Context: an optimization exercise on an open-source flow, tuned for small area, a short achievable clock period and few clock cycles per item. The choices shown serve that exercise and are no tape-out recipe.
Function was not checked in any run shown here: the RTL went through the layout flow alone.

==> flow/design.v (outline; a module is shown in full before it is edited, if it fits) <==
// module dct8_stream: 2318 lines
// module dct_fa: 10 lines
// module dct_ha: 9 lines
module dct8_stream #(
    parameter int IN_W        = 8,
    parameter int OUT_W       = 14,
    parameter int LEVEL_SHIFT = 0
) (
    input  logic                    clk,
    input  logic                    rst,
    input  logic                    en,
    input  logic                    in_valid,
    output logic                    in_ready,
    input  logic [IN_W-1:0]         x0,
    input  logic [IN_W-1:0]         x1,
    input  logic [IN_W-1:0]         x2,
    input  logic [IN_W-1:0]         x3,
    input  logic [IN_W-1:0]         x4,
    input  logic [IN_W-1:0]         x5,
    input  logic [IN_W-1:0]         x6,
    input  logic [IN_W-1:0]         x7,
    output logic                    out_valid,
    input  logic                    out_ready,
    output logic signed [OUT_W-1:0] y0,
    output logic signed [OUT_W-1:0] y1,
    output logic signed [OUT_W-1:0] y2,
    output logic signed [OUT_W-1:0] y3,
    output logic signed [OUT_W-1:0] y4,
    output logic signed [OUT_W-1:0] y5,
    output logic signed [OUT_W-1:0] y6,
    output logic signed [OUT_W-1:0] y7
);
  // ...
==> flow/run.sh <==
#!/bin/bash
# synth_recipe.tcl (not shown) runs the flow's synth.tcl, then flattens the netlist and writes it again
# the make line also repeats each setting of config.mk as NAME=value (left out here)
make -C /OpenROAD-flow-scripts/flow DESIGN_CONFIG=/design/flow/config.mk WORK_HOME=/design/flow/orfs CLKGATE_MAP_FILE= SYNTH_SCRIPT=/design/flow/synth_recipe.tcl finish
==> flow/config.mk <==
export PLATFORM = sky130hd
export DESIGN_NAME = dct8_stream
export DESIGN_NICKNAME = dct8_stream
export VERILOG_FILES = /design/flow/design.v
export SDC_FILE = /design/flow/constraint.sdc
export NUM_CORES = 4
export LEC_CHECK = 0
export CAP_MARGIN = 20
export CORE_MARGIN = 2
export CORE_UTILIZATION = 40
export SLEW_MARGIN = 20
export SYNTH_HIERARCHICAL = 1
==> flow/constraint.sdc <==
create_clock -name core_clock -period 12.0 [get_ports {clk}]
set_input_delay 2.4000 -clock core_clock [delete_from_list [all_inputs] [get_ports {clk}]]
set_output_delay 2.4000 -clock core_clock [all_outputs]
set_load 0.01 [all_outputs]
==> impl_summary.log, run 1 <==
[metrics] dominant combinational cell family by area after synthesis: adder cells
[metrics] routed wire length: 77.8 mm
[metrics] routed len/inst: between 20 and 25 um
[metrics] result of the run: complete, no violations
[metrics] Slew Limit Fails: 0
[metrics] beginning of the worst register-to-register path: a1_r[0]
[metrics] smallest hold slack: 0.494 ns
[metrics] number of max-capacitance violations reported: 0
[metrics] number of buffers on the longest clock path: 3
[metrics] Post-Synth Simple-Gate Area: 0.0386
[metrics] setup repair after global routing missed its margin: false
[metrics] register clock-pin slew on the reported worst setup and hold paths: 0.06 ns
[metrics] footprint of the multi-input gates: 22,500 um2
[metrics] Non-clk invs: 552
[metrics] number of flip-flops in the largest register: 80
[metrics] final core utilization: 0.459
[metrics] Non-Filler Cell Area, Final: roughly 35,000 um2
[metrics] Die Span Y: around 280 um
[metrics] total of flip-flops plus latches after synthesis: 215
[metrics] data required time at the worst endpoint: 12.32 ns
[metrics] CTS buffer count: 28
[metrics] launch point of the worst hold path: sk[5][5]
[metrics] count of port buffers added during placement: between 150 and 200
[metrics] number of clock buffer instances in the layout: 36
[metrics] die width: approximately 280 um
[metrics] share of the clock period used by the worst path: 0.611
==> run 2, diff against run 1 <==
--- a/flow/design.v
+++ b/flow/design.v
@@ -64,21 +64,20 @@
     always_ff @(posedge clk) begin
         if (~sv)
             for (int i = 0; i < 8; i++) sk[i] <= xin[i];
     end
     always_comb
         for (int i = 0; i < 8; i++) xm[i] = sv ? sk[i] : xin[i];
     logic [8:0] a_n [4];
     logic [8:0] b_n [4];
-    always_comb
-        for (int i = 0; i < 4; i++) begin
-            a_n[i] = {1'b0, xm[i]} + {1'b0, xm[7-i]};
-            b_n[i] = {1'b0, xm[i]} - {1'b0, xm[7-i]};
-        end
+    for (genvar i = 0; i < 4; i++) begin : g_bfly
+        dct_addsub #(.W(8), .SUB(0)) ua (.a(xm[i]), .b(xm[7-i]), .y(a_n[i]));
+        dct_addsub #(.W(8), .SUB(1)) ub (.a(xm[i]), .b(xm[7-i]), .y(b_n[i]));
+    end
     logic [8:0] a0_r, a1_r, a2_r, a3_r;
     logic [8:0] b0_r, b1_r, b2_r, b3_r;
     always_ff @(posedge clk) begin
         if (en & r2) begin
             a0_r <= a_n[0];
             a1_r <= a_n[1];
             a2_r <= a_n[2];
             a3_r <= a_n[3];
@@ -151,16 +150,17 @@
     logic c58;
     logic s59;
     logic c60;
     logic s61;
     logic c62;
     logic s63;
     logic c64;
     logic [18:0] t0_a, t0_b, t0;
+    logic [18:9] t0_y;
     logic s65;
     logic c66;
     logic s67;
     logic c68;
     logic s69;
     logic c70;
     logic s71;
     logic c72;
@@ -230,16 +230,17 @@
     logic c136;
     logic s137;
     logic c138;
     logic s139;
     logic c140;
     logic s141;
     logic c142;
     logic [18:0] t4_a, t4_b, t4;
+    logic [18:9] t4_y;
     logic s143;
     logic c144;
     logic s145;
     logic c146;
     logic s147;
     logic c148;
     logic s149;
     logic c150;
@@ -335,16 +336,17 @@
     logic c240;
     logic s241;
     logic c242;
     logic s243;
     logic c244;
     logic s245;
     logic c246;
     logic [19:0] t2_a, t2_b, t2;
+    logic [19:10] t2_y;
     logic s247;
     logic c248;
     logic s249;
     logic c250;
     logic s251;
     logic c252;
     logic s253;
     logic c254;
@@ -438,16 +440,17 @@
     logic c342;
     logic s343;
     logic c344;
     logic s345;
     logic c346;
     logic s347;
     logic c348;
     logic [19:0] t6_a, t6_b, t6;
+    logic [19:10] t6_y;
     logic s349;
     logic c350;
     logic s351;
     logic c352;
     logic s353;
     logic c354;
     logic s355;
     logic c356;
@@ -697,16 +700,17 @@
     logic c600;
     logic s601;
     logic c602;
     logic s603;
     logic c604;
     logic s605;
     logic c606;
     logic [21:0] t1_a, t1_b, t1;
+    logic [21:12] t1_y;
     logic s607;
     logic c608;
     logic s609;
     logic c610;
     logic s611;
     logic c612;
     logic s613;
     logic c614;
@@ -964,16 +968,17 @@
     logic c866;
     logic s867;
     logic c868;
     logic s869;
     logic c870;
     logic s871;
     logic c872;
     logic [21:0] t3_a, t3_b, t3;
+    logic [21:12] t3_y;
     logic s873;
     logic c874;
     logic s875;
     logic c876;
     logic s877;
     logic c878;
     logic s879;
     logic c880;
@@ -1239,16 +1244,17 @@
     logic c1140;
     logic s1141;
     logic c1142;
     logic s1143;
     logic c1144;
     logic s1145;
     logic c1146;
     logic [21:0] t5_a, t5_b, t5;
+    logic [21:12] t5_y;
     logic s1147;
     logic c1148;
     logic s1149;
     logic c1150;
     logic s1151;
     logic c1152;
     logic s1153;
     logic c1154;
@@ -1506,22 +1512,23 @@
     logic c1406;
     logic s1407;
     logic c1408;
     logic s1409;
     logic c1410;
     logic s1411;
     logic c1412;
     logic [21:0] t7_a, t7_b, t7;
-    assign p03 = {1'b0, a0_r} + {1'b0, a3_r};
-    assign p12 = {1'b0, a1_r} + {1'b0, a2_r};
-    assign d0  = {1'b0, a0_r} - {1'b0, a3_r};
-    assign d1  = {1'b0, a1_r} - {1'b0, a2_r};
-    assign s_e = {1'b0, p03} + {1'b0, p12};
-    assign e_e = {1'b0, p03} - {1'b0, p12};
+    logic [21:12] t7_y;
+    dct_addsub #(.W(9), .SUB(0)) up03 (.a(a0_r), .b(a3_r), .y(p03));
+    dct_addsub #(.W(9), .SUB(0)) up12 (.a(a1_r), .b(a2_r), .y(p12));
+    dct_addsub #(.W(9), .SUB(1)) ud0 (.a(a0_r), .b(a3_r), .y(d0));
+    dct_addsub #(.W(9), .SUB(1)) ud1 (.a(a1_r), .b(a2_r), .y(d1));
+    dct_addsub #(.W(10), .SUB(0)) us (.a(p03), .b(p12), .y(s_e));
+    dct_addsub #(.W(10), .SUB(1)) ue (.a(p03), .b(p12), .y(e_e));
     dct_ha us1 (.a(s_e[7]), .b(s_e[5]), .s(s1), .co(c2));
     dct_fa us3 (.a(s_e[4]), .b(s_e[2]), .c(s_e[8]), .s(s3), .co(c4));
     dct_fa us5 (.a(s_e[9]), .b(s_e[7]), .c(s_e[1]), .s(s5), .co(c6));
     assign s7 = s_e[5] ^ s_e[3];
     assign c8 = s_e[5] | s_e[3];
     dct_fa us9 (.a(s_e[10]), .b(s_e[8]), .c(s_e[2]), .s(s9), .co(c10));
     assign s11 = s_e[6] ^ s_e[4];
     assign c12 = s_e[6] | s_e[4];
@@ -1551,17 +1558,17 @@
     dct_fa us55 (.a(~c16), .b(s33), .c(c32), .s(s55), .co(c56));
     dct_fa us57 (.a(s_e[6]), .b(s35), .c(~c34), .s(s57), .co(c58));
     dct_fa us59 (.a(s_e[7]), .b(s_e[9]), .c(~c36), .s(s59), .co(c60));
     dct_fa us61 (.a(s_e[8]), .b(~s_e[9]), .c(s_e[10]), .s(s61), .co(c62));
     assign s63 = s_e[9] ^ s_e[10];
     assign c64 = s_e[9] & ~s_e[10];
     assign t0_a = {~s_e[10], ~s63, s61, s59, s57, ~s55, ~s53, s51, s49, s47, ~s45, ~s43, s41, s39, s_e[2], s_e[3], s_e[2], s_e[1], s_e[0]};
     assign t0_b = {c64, c62, c60, c58, ~c56, ~c54, c52, c50, c48, ~c46, ~c44, c42, c40, ~c38, s37, s_e[1], s_e[0], 1'b0, 1'b0};
-    assign t0 = t0_a + t0_b;
+    dct_cpa #(.W(19), .LO(9)) ut0 (.a(t0_a), .b(t0_b), .y(t0_y));
     dct_ha us65 (.a(e_e[7]), .b(e_e[5]), .s(s65), .co(c66));
     dct_fa us67 (.a(e_e[4]), .b(e_e[2]), .c(e_e[8]), .s(s67), .co(c68));
     dct_fa us69 (.a(e_e[9]), .b(e_e[7]), .c(e_e[1]), .s(s69), .co(c70));
     assign s71 = e_e[5] ^ e_e[3];
     assign c72 = e_e[5] | e_e[3];
     dct_fa us73 (.a(e_e[8]), .b(e_e[2]), .c(e_e[10]), .s(s73), .co(c74));
     assign s75 = e_e[6] ^ e_e[4];
     assign c76 = e_e[6] | e_e[4];
@@ -1599,17 +1606,17 @@
     dct_fa us135 (.a(c88), .b(s109), .c(~c108), .s(s135), .co(c136));
     dct_fa us137 (.a(~e_e[9]), .b(c110), .c(s111), .s(s137), .co(c138));
     assign s139 = e_e[9] ^ c112;
     assign c140 = ~e_e[9] & c112;
     assign s141 = e_e[10] ^ e_e[9];
     assign c142 = ~e_e[10] & e_e[9];
     assign t4_a = {~s141, ~s139, s137, s135, s133, s131, ~s129, ~s127, s125, s123, ~s121, ~s119, s117, s115, e_e[2], e_e[3], e_e[2], e_e[1], e_e[0]};
     assign t4_b = {c140, c138, c136, c134, c132, ~c130, ~c128, c126, c124, ~c122, ~c120, c118, c116, ~c114, s113, e_e[1], e_e[0], 1'b0, 1'b0};
-    assign t4 = t4_a + t4_b;
+    dct_cpa #(.W(19), .LO(9)) ut4 (.a(t4_a), .b(t4_b), .y(t4_y));
     dct_ha us143 (.a(d0[0]), .b(d1[7]), .s(s143), .co(c144));
     dct_ha us145 (.a(d0[1]), .b(d1[8]), .s(s145), .co(c146));
     dct_ha us147 (.a(d0[2]), .b(d1[3]), .s(s147), .co(c148));
     dct_ha us149 (.a(d0[9]), .b(d0[3]), .s(s149), .co(c150));
     dct_fa us151 (.a(d0[3]), .b(d0[1]), .c(d1[0]), .s(s151), .co(c152));
     dct_fa us153 (.a(d0[7]), .b(d1[5]), .c(d0[6]), .s(s153), .co(c154));
     assign s155 = d0[4] ^ d0[2];
     assign c156 = d0[4] | d0[2];
@@ -1660,17 +1667,17 @@
     dct_fa us237 (.a(c180), .b(s207), .c(~c206), .s(s237), .co(c238));
     dct_fa us239 (.a(c182), .b(s209), .c(c208), .s(s239), .co(c240));
     dct_fa us241 (.a(c186), .b(~s211), .c(c210), .s(s241), .co(c242));
     dct_fa us243 (.a(~d1[9]), .b(c212), .c(s213), .s(s243), .co(c244));
     assign s245 = d0[9] ^ c214;
     assign c246 = ~d0[9] & c214;
     assign t2_a = {1'b1, ~s245, s243, s241, s239, s237, ~s235, ~s233, ~s231, ~s229, s227, ~s225, s223, ~s221, s219, s217, d1[1], d0[2], d0[1], d0[0]};
     assign t2_b = {c246, c244, c242, c240, c238, ~c236, ~c234, ~c232, ~c230, c228, ~c226, c224, ~c222, c220, c218, ~c216, s215, d1[0], 1'b0, 1'b0};
-    assign t2 = t2_a + t2_b;
+    dct_cpa #(.W(20), .LO(10)) ut2 (.a(t2_a), .b(t2_b), .y(t2_y));
     dct_ha us247 (.a(d0[1]), .b(d1[9]), .s(s247), .co(c248));
     dct_fa us249 (.a(d0[8]), .b(d0[2]), .c(d1[7]), .s(s249), .co(c250));
     dct_ha us251 (.a(d0[3]), .b(d1[8]), .s(s251), .co(c252));
     dct_ha us253 (.a(d0[4]), .b(d1[7]), .s(s253), .co(c254));
     dct_ha us255 (.a(d1[3]), .b(d1[1]), .s(s255), .co(c256));
     dct_fa us257 (.a(d0[5]), .b(d1[4]), .c(d1[2]), .s(s257), .co(c258));
     assign s259 = d0[1] ^ d1[7];
     assign c260 = d0[1] | d1[7];
@@ -1720,17 +1727,17 @@
     dct_fa us339 (.a(~c284), .b(s309), .c(c308), .s(s339), .co(c340));
     dct_fa us341 (.a(c286), .b(~s311), .c(c310), .s(s341), .co(c342));
     dct_fa us343 (.a(c290), .b(s313), .c(c312), .s(s343), .co(c344));
     dct_fa us345 (.a(d0[8]), .b(~c314), .c(s315), .s(s345), .co(c346));
     assign s347 = d1[9] ^ c316;
     assign c348 = d1[9] & ~c316;
     assign t6_a = {1'b1, ~s347, s345, s343, ~s341, ~s339, ~s337, ~s335, ~s333, ~s331, s329, s327, s325, s323, s321, s319, ~d1[3], d0[0], ~d1[1], d1[0]};
     assign t6_b = {c348, c346, c344, ~c342, ~c340, ~c338, ~c336, ~c334, ~c332, c330, c328, c326, c324, c322, c320, c318, s317, ~d1[2], ~d1[0], 1'b0};
-    assign t6 = t6_a + t6_b;
+    dct_cpa #(.W(20), .LO(10)) ut6 (.a(t6_a), .b(t6_b), .y(t6_y));
     dct_fa us349 (.a(b0_r[8]), .b(b0_r[0]), .c(b1_r[6]), .s(s349), .co(c350));
     dct_ha us351 (.a(b1_r[2]), .b(b1_r[0]), .s(s351), .co(c352));
     dct_fa us353 (.a(b0_r[6]), .b(b1_r[3]), .c(b1_r[1]), .s(s353), .co(c354));
     dct_fa us355 (.a(b1_r[4]), .b(b1_r[2]), .c(b1_r[0]), .s(s355), .co(c356));
     dct_fa us357 (.a(b2_r[6]), .b(b2_r[0]), .c(b3_r[3]), .s(s357), .co(c358));
     dct_fa us359 (.a(b1_r[8]), .b(b1_r[5]), .c(b1_r[3]), .s(s359), .co(c360));
     dct_fa us361 (.a(b1_r[1]), .b(b2_r[7]), .c(b2_r[1]), .s(s361), .co(c362));
     dct_fa us363 (.a(b0_r[8]), .b(b0_r[5]), .c(b0_r[3]), .s(s363), .co(c364));
@@ -1855,17 +1862,17 @@
     dct_fa us595 (.a(~c512), .b(s557), .c(c556), .s(s595), .co(c596));
     dct_fa us597 (.a(c516), .b(s559), .c(c558), .s(s597), .co(c598));
     dct_fa us599 (.a(c520), .b(s561), .c(c560), .s(s599), .co(c600));
     dct_fa us601 (.a(c524), .b(s563), .c(c562), .s(s601), .co(c602));
     dct_fa us603 (.a(~c528), .b(s565), .c(c564), .s(s603), .co(c604));
     dct_fa us605 (.a(c530), .b(~s567), .c(c566), .s(s605), .co(c606));
     assign t1_a = {1'b1, ~c568, s605, s603, s601, s599, s597, s595, s593, s591, ~s589, ~s587, ~s585, ~s583, s581, ~s579, s577, ~s575, s573, s571, s531, ~b1_r[0]};
     assign t1_b = {1'b0, c606, c604, c602, c600, c598, c596, c594, c592, ~c590, ~c588, ~c586, ~c584, c582, ~c580, c578, ~c576, c574, c572, c570, ~s569, ~b0_r[0]};
-    assign t1 = t1_a + t1_b;
+    dct_cpa #(.W(22), .LO(12)) ut1 (.a(t1_a), .b(t1_b), .y(t1_y));
     dct_fa us607 (.a(b0_r[6]), .b(b0_r[4]), .c(b0_r[0]), .s(s607), .co(c608));
     dct_ha us609 (.a(b0_r[2]), .b(b0_r[0]), .s(s609), .co(c610));
     dct_ha us611 (.a(b0_r[3]), .b(b0_r[1]), .s(s611), .co(c612));
     dct_fa us613 (.a(b0_r[4]), .b(b0_r[2]), .c(b0_r[0]), .s(s613), .co(c614));
     dct_fa us615 (.a(b1_r[0]), .b(b2_r[4]), .c(b2_r[2]), .s(s615), .co(c616));
     dct_fa us617 (.a(b0_r[8]), .b(b0_r[5]), .c(b0_r[3]), .s(s617), .co(c618));
     dct_fa us619 (.a(b0_r[1]), .b(b1_r[1]), .c(b2_r[8]), .s(s619), .co(c620));
     dct_fa us621 (.a(b2_r[5]), .b(b2_r[3]), .c(b3_r[4]), .s(s621), .co(c622));
@@ -1998,17 +2005,17 @@
     dct_fa us861 (.a(~c780), .b(c822), .c(s823), .s(s861), .co(c862));
     dct_fa us863 (.a(~c784), .b(s825), .c(c824), .s(s863), .co(c864));
     dct_fa us865 (.a(~c788), .b(s827), .c(c826), .s(s865), .co(c866));
     dct_fa us867 (.a(~c792), .b(s829), .c(c828), .s(s867), .co(c868));
     dct_fa us869 (.a(b0_r[8]), .b(~s831), .c(c830), .s(s869), .co(c870));
     dct_ha us871 (.a(c798), .b(c832), .s(s871), .co(c872));
     assign t3_a = {1'b1, s871, ~s869, ~s867, ~s865, ~s863, ~s861, s859, s857, s855, s853, s851, s849, ~s847, s845, ~s843, s841, s839, ~s837, ~s835, ~b3_r[0], ~b0_r[0]};
     assign t3_b = {c872, ~c870, ~c868, ~c866, ~c864, ~c862, c860, c858, c856, c854, c852, c850, ~c848, c846, ~c844, c842, c840, ~c838, ~c836, ~c834, s833, ~b2_r[0]};
-    assign t3 = t3_a + t3_b;
+    dct_cpa #(.W(22), .LO(12)) ut3 (.a(t3_a), .b(t3_b), .y(t3_y));
     dct_fa us873 (.a(b0_r[4]), .b(b0_r[1]), .c(b1_r[6]), .s(s873), .co(c874));
     dct_ha us875 (.a(b0_r[5]), .b(b0_r[2]), .s(s875), .co(c876));
     dct_ha us877 (.a(b0_r[4]), .b(b1_r[2]), .s(s877), .co(c878));
     dct_ha us879 (.a(b0_r[5]), .b(b1_r[3]), .s(s879), .co(c880));
     dct_fa us881 (.a(b0_r[0]), .b(b1_r[4]), .c(b1_r[2]), .s(s881), .co(c882));
     dct_fa us883 (.a(b2_r[3]), .b(b3_r[4]), .c(b3_r[2]), .s(s883), .co(c884));
     dct_fa us885 (.a(b0_r[7]), .b(b0_r[1]), .c(b1_r[8]), .s(s885), .co(c886));
     dct_fa us887 (.a(b1_r[5]), .b(b1_r[3]), .c(b2_r[4]), .s(s887), .co(c888));
@@ -2146,17 +2153,17 @@
     dct_fa us1137 (.a(c1056), .b(s1099), .c(c1098), .s(s1137), .co(c1138));
     dct_fa us1139 (.a(c1060), .b(s1101), .c(c1100), .s(s1139), .co(c1140));
     dct_fa us1141 (.a(c1064), .b(~s1103), .c(c1102), .s(s1141), .co(c1142));
     dct_fa us1143 (.a(c1068), .b(s1105), .c(~c1104), .s(s1143), .co(c1144));
     assign s1145 = c1070 ^ c1106;
     assign c1146 = ~c1070 & c1106;
     assign t5_a = {1'b1, ~s1145, s1143, s1141, s1139, s1137, s1135, s1133, s1131, s1129, s1127, s1125, ~s1123, s1121, s1119, s1117, s1115, ~s1113, s1111, ~s1109, ~b0_r[0], ~b1_r[0]};
     assign t5_b = {c1146, c1144, c1142, c1140, c1138, c1136, c1134, c1132, c1130, c1128, c1126, ~c1124, c1122, c1120, c1118, c1116, ~c1114, c1112, ~c1110, ~c1108, s1107, ~b3_r[0]};
-    assign t5 = t5_a + t5_b;
+    dct_cpa #(.W(22), .LO(12)) ut5 (.a(t5_a), .b(t5_b), .y(t5_y));
     dct_ha us1147 (.a(b0_r[7]), .b(b0_r[2]), .s(s1147), .co(c1148));
     dct_fa us1149 (.a(b0_r[3]), .b(b1_r[3]), .c(b2_r[4]), .s(s1149), .co(c1150));
     dct_ha us1151 (.a(b2_r[2]), .b(b2_r[0]), .s(s1151), .co(c1152));
     dct_fa us1153 (.a(b1_r[4]), .b(b2_r[8]), .c(b2_r[5]), .s(s1153), .co(c1154));
     dct_fa us1155 (.a(b2_r[3]), .b(b2_r[1]), .c(b3_r[8]), .s(s1155), .co(c1156));
     dct_ha us1157 (.a(b3_r[5]), .b(b3_r[3]), .s(s1157), .co(c1158));
     dct_fa us1159 (.a(b0_r[0]), .b(b1_r[8]), .c(b1_r[5]), .s(s1159), .co(c1160));
     dct_fa us1161 (.a(b2_r[6]), .b(b2_r[4]), .c(b2_r[2]), .s(s1161), .co(c1162));
@@ -2288,25 +2295,25 @@
     dct_fa us1403 (.a(c1324), .b(s1365), .c(~c1364), .s(s1403), .co(c1404));
     dct_fa us1405 (.a(c1328), .b(s1367), .c(c1366), .s(s1405), .co(c1406));
     dct_fa us1407 (.a(c1332), .b(~s1369), .c(c1368), .s(s1407), .co(c1408));
     dct_fa us1409 (.a(~c1336), .b(s1371), .c(c1370), .s(s1409), .co(c1410));
     assign s1411 = c1338 ^ c1372;
     assign c1412 = c1338 & ~c1372;
     assign t7_a = {1'b1, ~s1411, ~s1409, s1407, s1405, s1403, s1401, s1399, s1397, s1395, s1393, ~s1391, ~s1389, s1387, s1385, s1383, s1381, s1379, ~s1377, ~s1375, ~b3_r[1], ~b2_r[0]};
     assign t7_b = {c1412, ~c1410, c1408, c1406, c1404, c1402, c1400, c1398, c1396, c1394, ~c1392, ~c1390, c1388, c1386, c1384, c1382, c1380, ~c1378, ~c1376, ~c1374, s1373, ~b3_r[0]};
-    assign t7 = t7_a + t7_b;
-    assign yn[0] = t0[18:9];
-    assign yn[1] = t1[21:12];
-    assign yn[2] = t2[19:10];
-    assign yn[3] = t3[21:12];
-    assign yn[4] = t4[18:9];
-    assign yn[5] = t5[21:12];
-    assign yn[6] = t6[19:10];
-    assign yn[7] = t7[21:12];
+    dct_cpa #(.W(22), .LO(12)) ut7 (.a(t7_a), .b(t7_b), .y(t7_y));
+    assign yn[0] = t0_y;
+    assign yn[1] = t1_y;
+    assign yn[2] = t2_y;
+    assign yn[3] = t3_y;
+    assign yn[4] = t4_y;
+    assign yn[5] = t5_y;
+    assign yn[6] = t6_y;
+    assign yn[7] = t7_y;
     logic [9:0] yr [8];
     always_ff @(posedge clk) begin
         if (en & r3)
             for (int i = 0; i < 8; i++) yr[i] <= yn[i];
     end
     assign y0 = {4'd0, yr[0]};
     assign y1 = {{4{yr[1][9]}}, yr[1]};
     assign y2 = {{4{yr[2][9]}}, yr[2]};
@@ -2330,8 +2337,34 @@
     input  logic a,
     input  logic b,
     output logic s,
     output logic co
 );
     assign s  = a ^ b;
     assign co = a & b;
 endmodule
+module dct_cpa #(
+    parameter int W  = 22,
+    parameter int LO = 12
+) (
+    input  logic [W-1:0]  a,
+    input  logic [W-1:0]  b,
+    output logic [W-1:LO] y
+);
+    logic [W-1:0] t;
+    assign t = a + b;
+    assign y = t[W-1:LO];
+endmodule
+module dct_addsub #(
+    parameter int W   = 9,
+    parameter int SUB = 0
+) (
+    input  logic [W-1:0] a,
+    input  logic [W-1:0] b,
+    output logic [W:0]   y
+);
+    if (SUB != 0) begin : g_sub
+        assign y = {1'b0, a} - {1'b0, b};
+    end else begin : g_add
+        assign y = {1'b0, a} + {1'b0, b};
+    end
+endmodule
==> flow/flow/run.sh (new file) <==
#!/bin/bash
# Standard ORFS layout, with repair_timing aiming below the clock period.
set -euo pipefail
bash standard.sh SETUP_SLACK_MARGIN=${MARGIN:-7} finish > standard_flow.log 2>&1
==> flow/standard.sh (new file) <==
#!/bin/bash
# synth_recipe.tcl (not shown) runs the flow's synth.tcl, then flattens the netlist and writes it again
# the make line also repeats each setting of config.mk as NAME=value (left out here)
make -C /OpenROAD-flow-scripts/flow DESIGN_CONFIG=/design/flow/config.mk WORK_HOME=/design/flow/orfs CLKGATE_MAP_FILE= SYNTH_SCRIPT=/design/flow/synth_recipe.tcl "${@:-finish}"
==> flow/config.mk (replaced) <==
export PLATFORM = sky130hd
export DESIGN_NAME = dct8_stream
export DESIGN_NICKNAME = dct8_stream
export VERILOG_FILES = /design/flow/design.v
export SDC_FILE = /design/flow/constraint.sdc
export NUM_CORES = 4
export LEC_CHECK = 0
export CAP_MARGIN = 20
export CORE_MARGIN = 2
export CORE_UTILIZATION = 50
export SLEW_MARGIN = 20
export SYNTH_HIERARCHICAL = 1
removed: flow/run.sh
==> run 2 against run 1 <==
Against the previous run: still clean; maximum frequency grew 28%; routed wire length grew 20%; critical path depth shrank 8; worst setup slack gained 1.6 ns; count of clock-buffer cells in the layout grew 3; area after synthesis grew 8.5%; final area grew 21%; synthesized cell count grew 14%; first-iteration DRC count grew 33%.
==> impl_summary.log, run 2 <==
[metrics] via count: 23,944
[metrics] number of standard-cell rows in the floorplan: 94
[metrics] registers with the highest flip-flop counts: yr x80, sk x64
[metrics] Fmax achieved: 174 MHz
[metrics] initial antenna violation count: 6
[metrics] critical path class: reg2reg
[metrics] die width: 262 um (-6.7%)
[metrics] data required time at the worst endpoint: 12.35 ns (+0.03 ns)
[metrics] number of buffers added to fix hold violations after cts: 0
[metrics] Mapped Avg Cell Area: 11.2 um2
[metrics] Layout Nets: 4,482
[metrics] final core utilization: 0.638 (+0.179)
[metrics] area growth from synthesis to final layout: 26.3%
[metrics] number of max-capacitance violations reported: 0 (unchanged)
[metrics] worst slack after detailed placement: 5.81 ns
[metrics] cell with the most instances after synthesis: sky130_fd_sc_hd__fa_1
[metrics] setup repair after global routing missed its margin: true
[metrics] clock sinks: between 200 and 250
[metrics] Hold Path Class: reg2reg
[metrics] largest net degree at the start of global routing: 74
[metrics] result of the run: complete, no violations
[metrics] Worst Reg-to-Reg Cells: 22
[metrics] TritonCTS clock tree: done
[metrics] Most flops, register: yr
[metrics] Fin. Hold Viols: 0
[metrics] number of flops mapped to enable cells by yosys: 152
[metrics] Rel. slew slack: 0.291
[metrics] WHS Endpoint: sk[6][3]
[metrics] Final GP Congestion: 0.876
[metrics] top cells by count, synth: 614 x sky130_fd_sc_hd__fa_1, 538 x sky130_fd_sc_hd__inv_1, 375 x sky130_fd_sc_hd__ha_1
[metrics] leading area contributor after synthesis: sky130_fd_sc_hd__fa_1
[metrics] H-Tree Depth: 1
[metrics] most common cell after layout, fill and taps aside: sky130_fd_sc_hd__fa_1
[metrics] total track usage: 0.276
[metrics] total of flip-flops plus latches after synthesis: 219 (+1.9%)
[metrics] register clock-pin slew on the reported worst setup and hold paths: 0.06 ns (about the same)
[metrics] Final setup viols: 0
[metrics] number of optimization iterations in the first detailed-route pass: 5
[metrics] yosys warns: 19
[metrics] register-to-register setup slack: ~6.3 ns
[metrics] post-synthesis instance total: 2,964
[metrics] Worst Setup Start Kind: flop
[metrics] portion of synthesized cell area occupied by the leading cell type: 0.369
[metrics] count of port buffers added during placement: 178 (unchanged)
[metrics] clock root buffer: sky130_fd_sc_hd__clkbuf_16
[metrics] global-route wire length before repair: 144 mm
[metrics] Syn Std Cell Area: ~33,000 um2
[metrics] arrival time worst endpoint: 6.10 ns
[metrics] number of buffers on the longest clock path: 3 (unchanged)
[metrics] commonest non-fill, non-tap cells in the layout: 571 x sky130_fd_sc_hd__fa_1, 504 x sky130_fd_sc_hd__inv_1, 305 x sky130_fd_sc_hd__ha_1
[metrics] Ports: roughly 180
[metrics] routed len/inst: 21.7 um (+8.1%)
[metrics] worst reg2reg endpoint: yr[0][9]
[metrics] routed wire length: 93.6 mm (+20%)
[metrics] via count of the first global-routing pass: 25,208
[metrics] pin slew with the least headroom to its limit: 1.06 ns
[metrics] Clock Skews: between 0.015 and 0.02 ns
[metrics] Netlist cell types: 80
[metrics] initial standard-cell utilization of the core: 0.505
[metrics] top cells by area, synth: sky130_fd_sc_hd__fa_1 37%, sky130_fd_sc_hd__ha_1 14%, sky130_fd_sc_hd__edfxtp_1 14%
[metrics] CP Capture Type: flop
[metrics] Main synth FF type: sky130_fd_sc_hd__edfxtp_1
[metrics] mean number of vias per cell: 5.55
[metrics] DP Wirelength: 68.7 mm
[metrics] number of flip-flops in the largest register: 80 (unchanged)
[metrics] fraction of synthesis flops using an asynchronous set or reset pin: 0
[metrics] Final min period: 5.74 ns
[metrics] area enclosed by the die boundary: 68,700 um2
[metrics] depth of the worst hold-timing path: 1
[metrics] sequential element share of the synthesized area: 0.177
[metrics] total negative slack for setup checks: 0 ns
[metrics] Final ANT Viol Nets: 0
[metrics] post-detailed-route DRC marker count: 0
[metrics] share of the clock period used by the worst path: 0.479 (-0.132)
[metrics] launch point of the worst hold path: sk[6][3]
[metrics] DR iter-0 viols: 1,615
[metrics] final setup slack of the worst path: 6.26 ns
[metrics] area of the core region: 65,900 um2
[metrics] Slew Limit Fails: 0 (unchanged)
[metrics] Die Span Y: 262 um (-6.7%)
[metrics] Clk Latency, worst-skew pair: around 0.62 ns
[metrics] maximum fanout along the worst path: 6
[metrics] CTS buffer count: 29 (+3.6%)
[metrics] gr ovfl total: 0
[metrics] beginning of the worst register-to-register path: a2_r[0]
[metrics] layout cells sized above 1: 0.234
[run 2: cell types whose count changed after synthesis, sizes merged, moves of 16 or more]
cell | before | now
nand2 | 42 | 113
a21oi | 125 | 188
o21bai | 50 | 10
o21ai | 40 | 78
mux2 | 28 | 64
mux2i | 39 | 8
nand4 | 6 | 29
nor3 | 20 | 43
nor2b | 14 | 35
nand3 | 14 | 30
[run 2: per-module statistics from Yosys (local to each module, per instance), excerpt]
| module | cells inside | copies in the design | flip-flops and latches | area (um2) |
|---|---|---|---|---|
| dct_ha | 1 | 59 | 0 | 12.5 |
| dct8_stream | 794 | 1 | 219 | 9120 |
| dct_fa | 1 | 600 | 0 | 20.0 |
[run 2: layer usage]
metal,vias up,wire (um),track usage
met5,-,13,0
met4,2,2140,0.0584
met3,118,6550,0.0506
met2,755,42200,0.430
met1,12220,42700,0.405
li1,10849,-,-
[run 2: logic make-up (layout without fill, tap and decap cells)]
kind of cell,count (synthesis),in the layout,share of synthesized area
DFF,219,219,0.177
muxes,72,72,0.0241
other,2,23,0.000226
xor gates and xnor gates,152,152,0.0400
buffers and inverters,593,1056,0.0722
AOI/OAI and AO/OA,527,527,0.114
and+or+nand+nor,410,410,0.0619
adders and majority gates,989,989,0.510
[run 2: repair_timing]
| item | 4_1_cts | 5_1_grt |
|---|---|---|
| resized for setup | 278 | 253 |
| pin swaps | 136 | 161 |
| cloned | 1 | 1 |
| setup buffers | 149 | 83 |
| endpoints found under the setup margin | 77 | 69 |
[run 2: worst max-delay path: stages (launching register included)]
cell and delay [ns]:
sky130_fd_sc_hd__edfxtp_1 0.37, sky130_fd_sc_hd__ha_2 0.20, sky130_fd_sc_hd__inv_2 0.04, sky130_fd_sc_hd__fa_2 0.38, sky130_fd_sc_hd__nor2b_4 0.13, sky130_fd_sc_hd__o2111ai_2 0.16
sky130_fd_sc_hd__a31oi_2 0.21, sky130_fd_sc_hd__xor2_1 0.17, sky130_fd_sc_hd__buf_4 0.15, sky130_fd_sc_hd__ha_1 0.30, sky130_fd_sc_hd__a21oi_1 0.23, sky130_fd_sc_hd__o21ai_1 0.16
sky130_fd_sc_hd__a31oi_4 0.23, sky130_fd_sc_hd__xnor2_4 0.13, sky130_fd_sc_hd__fa_2 0.40, sky130_fd_sc_hd__fa_2 0.47, sky130_fd_sc_hd__fa_2 0.61, sky130_fd_sc_hd__ha_4 0.23
sky130_fd_sc_hd__and3_1 0.19, sky130_fd_sc_hd__and2_2 0.25, sky130_fd_sc_hd__and3_1 0.23, sky130_fd_sc_hd__a21oi_4 0.15, sky130_fd_sc_hd__xnor2_1 0.08
[run 2: worst max path at each step]
stage / start / end / slack (ns) / cells past startpoint
6_report: a2_r[0] / yr[0][9] / 6.26 / 22
5_1_grt: a1_r[0] / yr[4][6] / 6.03 / 26
3_3_place_gp: a0_r[0] / yr[0][7] / 5.93 / 22
4_1_cts: a1_r[0] / yr[0][3] / 6.25 / 23
2_1_floorplan: a0_r[0] / yr[0][9] / 6.31 / 24
3_5_place_dp: a1_r[0] / yr[0][7] / 5.81 / 22
[run 2: metrics by stage]
step / instances / cell area, um2 / hold WS (ns)
global placement: 4023 / 36700 / 0.482
finish: 4312 / 42000 / 0.503
global route: 4312 / 42000 / 0.510
CTS: 4227 / 40200 / 0.502
detailed placement: 4023 / 36700 / 0.489
floorplan: 2984 / 33900 / 0.463
[run 2: layout make-up]
class | count | area [um2]
antenna | 1 | 2.50
clock buffer | 39 | 803
clock inverter | 15 | 114
fill | 5175 | 23800
inverter | 544 | 2070
multi-input combinational | 2172 | 27600
sequential | 219 | 5910
tap | 864 | 1080
timing repair buffer | 458 | 4470

==> what the ideal ports hide <==
Ports are ideal in the flow. The routed layouts listed here were re-timed in OpenROAD.
Step 1 (the two cells are an assumption about what drives the block):
set clk [get_ports {clk}]
set_driving_cell -lib_cell sky130_fd_sc_hd__clkbuf_16 $clk
set_driving_cell -lib_cell sky130_fd_sc_hd__buf_2 [delete_from_list [all_inputs] $clk]
Step 2 times the ports against the registers' clock, not the clock port: input delays grow and output delays shrink by t, the midpoint of the rising clock arrivals with the driver on.
Slacks: ideal / step 1 / step 2; pairs: ideal / step 1.
run | t (ns) | slack for setup (ns) | worst setup path after step 2 | pins driven straight from the clock port
run 1 | 0.644 | 4.668 / 4.668 / 4.668 | register to register | 1
run 2 | 0.675 | 6.255 / 6.255 / 6.255 | register to register | 1
After both steps setup and hold are still met in every run listed.
